Background: an optimization exercise with open tools, aiming at small area, a short achievable clock period and few clock cycles per item. Do not read the settings as production practice. The RTL was checked by simulation tests, not by an equivalence proof against the original design. Power and IR drop assume default switching activity.

==> inputs of run a <==
==> flow/design.v <==
module bounded_ordered_list_engine_top (
	input  logic               clk,
	input  logic               arst_n,
	input  logic               start,
	output logic               busy,
	input  logic [2:0]         req_type,
	input  logic [4:0]         position,
	input  logic signed [31:0] value,
	output logic               done,
	output logic [2:0]         status,
	output logic signed [31:0] out_value,
	output logic [4:0]         out_position,
	output logic [4:0]         removed_count,
	output logic [4:0]         entry_count
);
	localparam int N = 16;
	localparam logic [2:0] R_INS_AT = 3'd0, R_INS_SORT = 3'd1, R_DEL_AT = 3'd2,
		R_DEL_EQ = 3'd3, R_SEARCH = 3'd4, R_XMIN = 3'd5;
	localparam logic [2:0] ST_OK = 3'd0, ST_EMPTY = 3'd1, ST_BADPOS = 3'd2, ST_FULL = 3'd3,
		ST_NOTFOUND = 3'd4;
	function automatic logic [15:0] pre_or(input logic [15:0] x);
		logic [15:0] y;
		y = x;
		y = y | {y[14:0], 1'b0};
		y = y | {y[13:0], 2'b0};
		y = y | {y[11:0], 4'b0};
		y = y | {y[7:0], 8'b0};
		pre_or = y;
	endfunction
	logic [N-1:0][31:0] lst;      
	logic [N-1:0] vld;            
	logic [4:0]   cnt;            
	logic [N-1:0][3:0] rk;        
	logic         rv;             
	logic         dde_q;          
	logic         is_ia, is_de;
	logic [31:0]  rval;
	logic [N-1:0] rpth;           
	logic [N-1:0] eqv;            
	logic [N-1:0] gv;             
	logic         ins_q;          
	logic         dfix_q;         
	logic         done_q, busy_q;
	logic [2:0]   st_q;           
	logic [31:0]  oval_q;
	logic [4:0]   opos_q, orem_q, ocnt_q;
	logic [N-1:0] te, tgs;        
	assign te  = pre_or(eqv);
	assign tgs = pre_or(gv);
	logic do_ins, do_del;
	logic [N-1:0] tg, td;         
	assign do_ins = rv && ins_q;
	assign do_del = rv && (dfix_q || dde_q);
	assign tg = is_ia ? rpth : tgs;
	assign td = is_de ? te : rpth;
	assign busy = busy_q;
	assign done = done_q;
	assign status = st_q;
	assign out_value = oval_q;
	assign out_position = opos_q;
	assign removed_count = orem_q;
	assign entry_count = ocnt_q;
	logic [N-1:0] s_prv, s_val, s_nxt;    
	logic [N-1:0][31:0] lst_n;
	logic [N-1:0][3:0] rk_n;
	logic [N-1:0] vld_n;
	logic [4:0]   cnt_n;
	assign vld_n = do_ins ? {vld[N-2:0], 1'b1} : (do_del ? {1'b0, vld[N-1:1]} : vld);
	assign cnt_n = do_ins ? cnt + 5'd1 : (do_del ? cnt - 5'd1 : cnt);
	always_ff @(posedge clk or negedge arst_n) begin
		if (!arst_n) begin
			vld <= '0;
			cnt <= '0;
		end else begin
			vld <= vld_n;
			cnt <= cnt_n;
		end
	end
	for (genvar i = 0; i < N; i++) begin : g_ent
		logic after, at;              
		if (i == 0) begin : g_h
			assign after = 1'b0;
			assign at = tg[0];
		end else begin : g_t
			assign after = tg[i-1];
			assign at = tg[i] && !tg[i-1];
		end
		assign s_prv[i] = do_ins && after;
		assign s_val[i] = do_ins && at;
		assign s_nxt[i] = do_del && td[i];
		logic [31:0] prv, nxt;
		if (i == 0) begin : g_p0
			assign prv = lst[0];
		end else begin : g_p
			assign prv = lst[i-1];
		end
		if (i == N - 1) begin : g_nl
			assign nxt = lst[i];
		end else begin : g_n
			assign nxt = lst[i+1];
		end
		logic s_keep;
		assign s_keep = !(s_prv[i] || s_val[i] || s_nxt[i]);
		assign lst_n[i] = (prv & {32{s_prv[i]}}) | (rval & {32{s_val[i]}}) | (nxt & {32{s_nxt[i]}})
		                | (lst[i] & {32{s_keep}});
		always_ff @(posedge clk) lst[i] <= lst_n[i];
		logic [3:0] adj, adj_prv, adj_nxt;
		assign adj = rk[i] + 4'(do_ins && (gv[i] || (eqv[i] && tg[i])))
		                   - 4'(do_del && (rk[i] > rdel));
		if (i == 0) begin : g_ap0
			assign adj_prv = adj;
		end else begin : g_ap
			assign adj_prv = g_ent[i-1].adj;
		end
		if (i == N - 1) begin : g_anl
			assign adj_nxt = adj;
		end else begin : g_an
			assign adj_nxt = g_ent[i+1].adj;
		end
		assign rk_n[i] = (adj_prv & {4{s_prv[i]}}) | (rnew & {4{s_val[i]}}) | (adj_nxt & {4{s_nxt[i]}})
		               | (adj & {4{s_keep}});
		always_ff @(posedge clk) rk[i] <= rk_n[i];
	end
	logic [N-1:0] before_new;
	assign before_new = vld & ~gv & ~(eqv & tg);
	logic [3:0] rnew;
	always_comb begin
		rnew = '0;
		for (int i = 0; i < N; i++) rnew = rnew + 4'(before_new[i]);
	end
	logic [N-1:0] dh;
	assign dh = td & ~{td[N-2:0], 1'b0};
	logic [3:0] rdel;
	always_comb begin
		rdel = '0;
		for (int i = 0; i < N; i++) rdel = rdel | (rk[i] & {4{dh[i]}});
	end
	logic [N-1:0] z0, z1, zs, m_n, tm_n;
	for (genvar i = 0; i < N; i++) begin : g_z
		assign z0[i] = vld[i] && (rk[i] == 4'd0);
		assign z1[i] = vld[i] && (rk[i] == 4'd1);
	end
	assign zs = (do_del && (rdel == 4'd0)) ? z1 : z0;
	for (genvar i = 0; i < N; i++) begin : g_mn
		logic zp, zn;
		if (i == 0) begin : g_zp0
			assign zp = 1'b0;
		end else begin : g_zp
			assign zp = zs[i-1];
		end
		if (i == N - 1) begin : g_zn0
			assign zn = 1'b0;
		end else begin : g_zn
			assign zn = zs[i+1];
		end
		assign m_n[i] = s_val[i] ? (before_new == '0)
		              : s_prv[i] ? (zp && !(before_new == '0))
		              : s_nxt[i] ? zn
		              : (zs[i] && !(do_ins && (before_new == '0)));
	end
	assign tm_n = pre_or(m_n);
	logic accept;
	assign accept = start && !busy_q;
	logic a_ia, a_is, a_da, a_de, a_se, a_xm;
	assign a_ia = (req_type == R_INS_AT);
	assign a_is = (req_type == R_INS_SORT);
	assign a_da = (req_type == R_DEL_AT);
	assign a_de = (req_type == R_DEL_EQ);
	assign a_se = (req_type == R_SEARCH);
	assign a_xm = (req_type == R_XMIN);
	logic [N-1:0] a_p1h, a_pth;
	for (genvar i = 0; i < N; i++) begin : g_pos
		assign a_p1h[i] = (position == 5'(i + 1));
		assign a_pth[i] = (position != 5'd0) && (position <= 5'(i + 1));
	end
	logic full_n, empty_n, inspos_ok, delpos_ok, a_ins, a_dfix;
	assign full_n    = vld_n[N-1];
	assign empty_n   = !vld_n[0];
	assign inspos_ok = |(a_p1h & {vld_n[N-2:0], 1'b1});
	assign delpos_ok = |(a_p1h & vld_n);
	assign a_ins  = !full_n && ((a_ia && inspos_ok) || a_is);
	assign a_dfix = (a_da && delpos_ok) || (a_xm && !empty_n);
	logic [N-1:0] vsel;
	assign vsel = (a_p1h & vld_n & {N{a_da}}) | (m_n & {N{a_xm}});
	logic [31:0] a_oval;
	logic [4:0]  a_oposx;
	always_comb begin
		a_oval = '0;
		a_oposx = '0;
		for (int i = 0; i < N; i++) begin
			a_oval = a_oval | (lst_n[i] & {32{vsel[i]}});
			a_oposx = a_oposx | (5'(i + 1) & {5{m_n[i] && a_xm}});
		end
	end
	function automatic logic [1:0] cmp32(input logic [31:0] a, input logic [31:0] b);
		logic [31:0] g0, e0;
		logic [15:0] g1, e1;
		logic [7:0]  g2, e2;
		logic [3:0]  g3, e3;
		logic [1:0]  g4, e4;
		g0 = a & ~b;
		g0[31] = !a[31] && b[31];
		e0 = ~(a ^ b);
		for (int k = 0; k < 16; k++) begin
			g1[k] = g0[2*k+1] | (e0[2*k+1] & g0[2*k]);
			e1[k] = e0[2*k+1] & e0[2*k];
		end
		for (int k = 0; k < 8; k++) begin
			g2[k] = g1[2*k+1] | (e1[2*k+1] & g1[2*k]);
			e2[k] = e1[2*k+1] & e1[2*k];
		end
		for (int k = 0; k < 4; k++) begin
			g3[k] = g2[2*k+1] | (e2[2*k+1] & g2[2*k]);
			e3[k] = e2[2*k+1] & e2[2*k];
		end
		for (int k = 0; k < 2; k++) begin
			g4[k] = g3[2*k+1] | (e3[2*k+1] & g3[2*k]);
			e4[k] = e3[2*k+1] & e3[2*k];
		end
		cmp32 = {g4[1] | (e4[1] & g4[0]), e4[1] & e4[0]};
	endfunction
	logic [N-1:0] a_eq, a_gt;
	for (genvar i = 0; i < N; i++) begin : g_cmp
		logic [1:0] c;
		assign c = cmp32(lst_n[i], value);
		assign a_eq[i] = c[0] && vld_n[i];
		if (i < N - 1) begin : g_gt
			assign a_gt[i] = c[1] || !vld_n[i];
		end else begin : g_gt_last
			assign a_gt[i] = 1'b1;    
		end
	end
	function automatic logic [6:0] match_tree(input logic [15:0] x);   
		logic [7:0] a1, m1; logic [1:0] p1 [8];
		logic [3:0] a2, m2; logic [2:0] p2 [4];
		logic [1:0] a3, m3; logic [3:0] p3 [2];
		for (int k = 0; k < 8; k++) begin
			a1[k] = x[2*k] | x[2*k+1];
			m1[k] = x[2*k] & x[2*k+1];
			p1[k] = x[2*k] ? 2'b01 : 2'b10;
		end
		for (int k = 0; k < 4; k++) begin
			a2[k] = a1[2*k] | a1[2*k+1];
			m2[k] = m1[2*k] | m1[2*k+1] | (a1[2*k] & a1[2*k+1]);
			p2[k] = a1[2*k] ? {1'b0, p1[2*k]}
			                : {p1[2*k+1][1], !p1[2*k+1][1], p1[2*k+1][0]};
		end
		for (int k = 0; k < 2; k++) begin
			a3[k] = a2[2*k] | a2[2*k+1];
			m3[k] = m2[2*k] | m2[2*k+1] | (a2[2*k] & a2[2*k+1]);
			p3[k] = a2[2*k] ? {1'b0, p2[2*k]}
			                : {p2[2*k+1][2], !p2[2*k+1][2], p2[2*k+1][1:0]};
		end
		match_tree = {a3[0] | a3[1], m3[0] | m3[1] | (a3[0] & a3[1]),
		              a3[0] ? {1'b0, p3[0]} : {p3[1][3], !p3[1][3], p3[1][2:0]}};
	endfunction
	logic [6:0] a_mt;
	logic a_any, a_multi;
	assign a_mt = match_tree(a_eq);
	assign a_any = a_mt[6];
	assign a_multi = a_mt[5];
	logic [4:0] a_spos;
	assign a_spos = a_mt[4:0] & {5{a_any}};
	logic [2:0] a_st;
	always_comb begin
		a_st = ST_OK;
		case (req_type)
			R_INS_AT:   a_st = full_n ? ST_FULL : (inspos_ok ? ST_OK : ST_BADPOS);
			R_INS_SORT: a_st = full_n ? ST_FULL : ST_OK;
			R_DEL_AT:   a_st = empty_n ? ST_EMPTY : (delpos_ok ? ST_OK : ST_BADPOS);
			R_DEL_EQ, R_SEARCH: a_st = empty_n ? ST_EMPTY : (a_any ? ST_OK : ST_NOTFOUND);
			R_XMIN:     a_st = empty_n ? ST_EMPTY : ST_OK;
			default:    a_st = ST_OK;
		endcase
	end
	logic [N-1:0] c_eq, tc;
	for (genvar i = 0; i < N; i++) begin : g_ceq
		if (i < N - 1) begin : g_c
			assign c_eq[i] = te[i] && eqv[i+1];
		end else begin : g_c_last
			assign c_eq[i] = 1'b0;
		end
	end
	assign tc = pre_or(c_eq);
	logic c_multi;
	assign c_multi = |(c_eq & {tc[N-2:0], 1'b0});
	logic more_n;
	assign more_n = accept ? (a_de && a_multi) : c_multi;
	always_ff @(posedge clk or negedge arst_n) begin
		if (!arst_n) begin
			rv <= 1'b0;
			done_q <= 1'b0;
			busy_q <= 1'b0;
		end else begin
			rv <= accept || busy_q;
			done_q <= (accept || busy_q) && !more_n;
			busy_q <= (accept || busy_q) && more_n;
		end
	end
	always_ff @(posedge clk) begin
		rval <= value;
		rpth <= (a_pth & {N{a_da || a_ia}}) | (tm_n & {N{a_xm}});
		gv   <= a_gt;
	end
	always_ff @(posedge clk) begin
		if (accept) begin
			is_ia   <= a_ia;
			is_de   <= a_de;
			eqv     <= a_eq;
			ins_q   <= a_ins;
			dfix_q  <= a_dfix;
			dde_q   <= a_de && a_any;
			st_q    <= a_st;
			oval_q  <= a_oval;
			opos_q  <= a_oposx | (a_se ? a_spos : 5'd0);
			orem_q  <= 5'(a_de && a_any);
			ocnt_q  <= a_ins ? cnt_n + 5'd1 : ((a_dfix || (a_de && a_any)) ? cnt_n - 5'd1 : cnt_n);
		end else begin
			eqv     <= c_eq;
			orem_q  <= orem_q + 5'd1;
			ocnt_q  <= cnt_n - 5'd1;
		end
	end
endmodule
==> flow/flow/run.sh <==
#!/bin/bash
# The standard layout (the standard.sh: standard synthesis, then ORFS
# floorplan to finish), with timing repair asked to leave extra setup slack
# so that the layout is sized for a shorter period than the 20 ns it is
# constrained to. Clock period, I/O delays and loads stay the design's.
set -euo pipefail
export SETUP_SLACK_MARGIN=$(cat flow/margin)
bash standard.sh > standard_flow.log 2>&1
==> flow/flow/margin <==
13
==> flow/standard.sh <==
#!/bin/bash
# synth_recipe.tcl (not shown) runs the flow's synth.tcl, then flattens the netlist and writes it again
# the make line also repeats each setting of config.mk as NAME=value (left out here)
make -C /OpenROAD-flow-scripts/flow DESIGN_CONFIG=/design/flow/config.mk WORK_HOME=/design/flow/orfs CLKGATE_MAP_FILE= SYNTH_SCRIPT=/design/flow/synth_recipe.tcl "${@:-finish}"
==> flow/config.mk <==
export PLATFORM = sky130hd
export DESIGN_NAME = bounded_ordered_list_engine_top
export DESIGN_NICKNAME = bounded_ordered_list_engine_top
export VERILOG_FILES = /design/flow/design.v
export SDC_FILE = /design/flow/constraint.sdc
export NUM_CORES = 4
export LEC_CHECK = 0
export ABC_AREA = 1
export CAP_MARGIN = 20
export CORE_MARGIN = 2
export CORE_UTILIZATION = 25
export PLACE_DENSITY = 0.45
export SLEW_MARGIN = 20
==> flow/constraint.sdc <==
create_clock -name core_clock -period 20.0 [get_ports {clk}]
set_input_delay 4.0000 -clock core_clock [delete_from_list [all_inputs] [get_ports {clk}]]
set_output_delay 4.0000 -clock core_clock [all_outputs]
set_load 0.01 [all_outputs]
==> run b (differences from run a) <==
--- a/flow/design.v
+++ b/flow/design.v
@@ -319,2 +319,5 @@
 			eqv     <= c_eq;
+			st_q    <= ST_OK;
+			oval_q  <= '0;
+			opos_q  <= '0;
 			orem_q  <= orem_q + 5'd1;
==> flow/flow/run.sh (replaced) <==
#!/bin/bash
# The standard layout (the standard.sh: standard synthesis, then ORFS
# floorplan to finish), with two changes to how it is made:
# - timing repair is asked to leave extra setup slack (flow/margin, in ns), so
#   that the layout is sized for a shorter period than the 20 ns it is
#   constrained to;
# - the port buffers are plain buffers (buf_4) rather than the delay cells
#   buffer_ports picks by default.
# Clock period, I/O delays, loads and every other setting stay the design's.
set -euo pipefail
export SETUP_SLACK_MARGIN=$(cat flow/margin)
export BUFFER_PORTS_ARGS="-buffer_cell sky130_fd_sc_hd__buf_4"
bash standard.sh > standard_flow.log 2>&1
==> flow/flow/margin (replaced) <==
14
Settings changed: CORE_UTILIZATION 25 to 30, CTS_BUF_LIST set to sky130_fd_sc_hd__clkbuf_8, PLACE_DENSITY 0.45 to 0.55.
==> run c (differences from run a) <==
==> flow/flow/run.sh (replaced) <==
#!/bin/bash
# The standard layout (the standard.sh: standard synthesis, then ORFS
# floorplan to finish), with two changes to how it is made:
# - timing repair is asked to leave extra setup slack (flow/margin, in ns), so
#   that the layout is sized for a shorter period than the 20 ns it is
#   constrained to;
# - the port buffers are plain buffers (buf_4) rather than the delay cells
#   buffer_ports picks by default.
# Clock period, I/O delays, loads and every other setting stay the design's.
set -euo pipefail
export SETUP_SLACK_MARGIN=$(cat flow/margin)
export BUFFER_PORTS_ARGS="-buffer_cell sky130_fd_sc_hd__buf_4"
bash standard.sh > standard_flow.log 2>&1
==> flow/flow/margin (replaced) <==
14
==> comparison <==
Run c finished clean. Run a completed with no timing, DRC or antenna violations. Run b completed without violations.
The lowest clock power belongs to run b, the highest to run a.
In run c the first-iteration DRC count is larger than in run a, by 38%.
Area after synthesis is the same in run a and run c.
The highest register-to-register slack belongs to run b, the lowest to run a.
In run b the synthesized cell count is larger than in run a, by 2.1%.
Testbench counts of run a, summed over its fixed seeds: cycles 16,171, items 16,000.
Testbench counts of run b, summed over its fixed seeds: cycles 16,171, items 16,000.
Testbench counts of run c, summed over its fixed seeds: cycles 16,171, items 16,000.

==> afterwards: timing with drivers on the ports <==
In the flow no input, the clock included, has a driving cell. The finished layouts below were timed again as built, in two steps. Step 1: set_driving_cell puts a clkbuf_16 on clk and a buf_2 on each other input, an assumption about the parent block. Step 2, shift: input delay + t, output delay - t, t = (earliest + latest rising clock arrival at the registers) / 2. This alone moves slack from input paths to output paths. Three values: no drivers, after step 1, after step 2; two values: the first two.
run	t, ns	setup slack, ns	worst register clock-pin slew, ns
run a	0.822	12.962 / 13.019 / 12.198	0.07 / 0.07
run b	1.008	13.652 / 13.652 / 12.689	0.07 / 0.07
run c	0.839	13.482 / 13.507 / 12.669	0.07 / 0.07
After both steps setup and hold are still met in every run listed. The setup slack of run b, which loses most, moves by 0.000 ns with the drivers and by -0.963 ns with both steps.
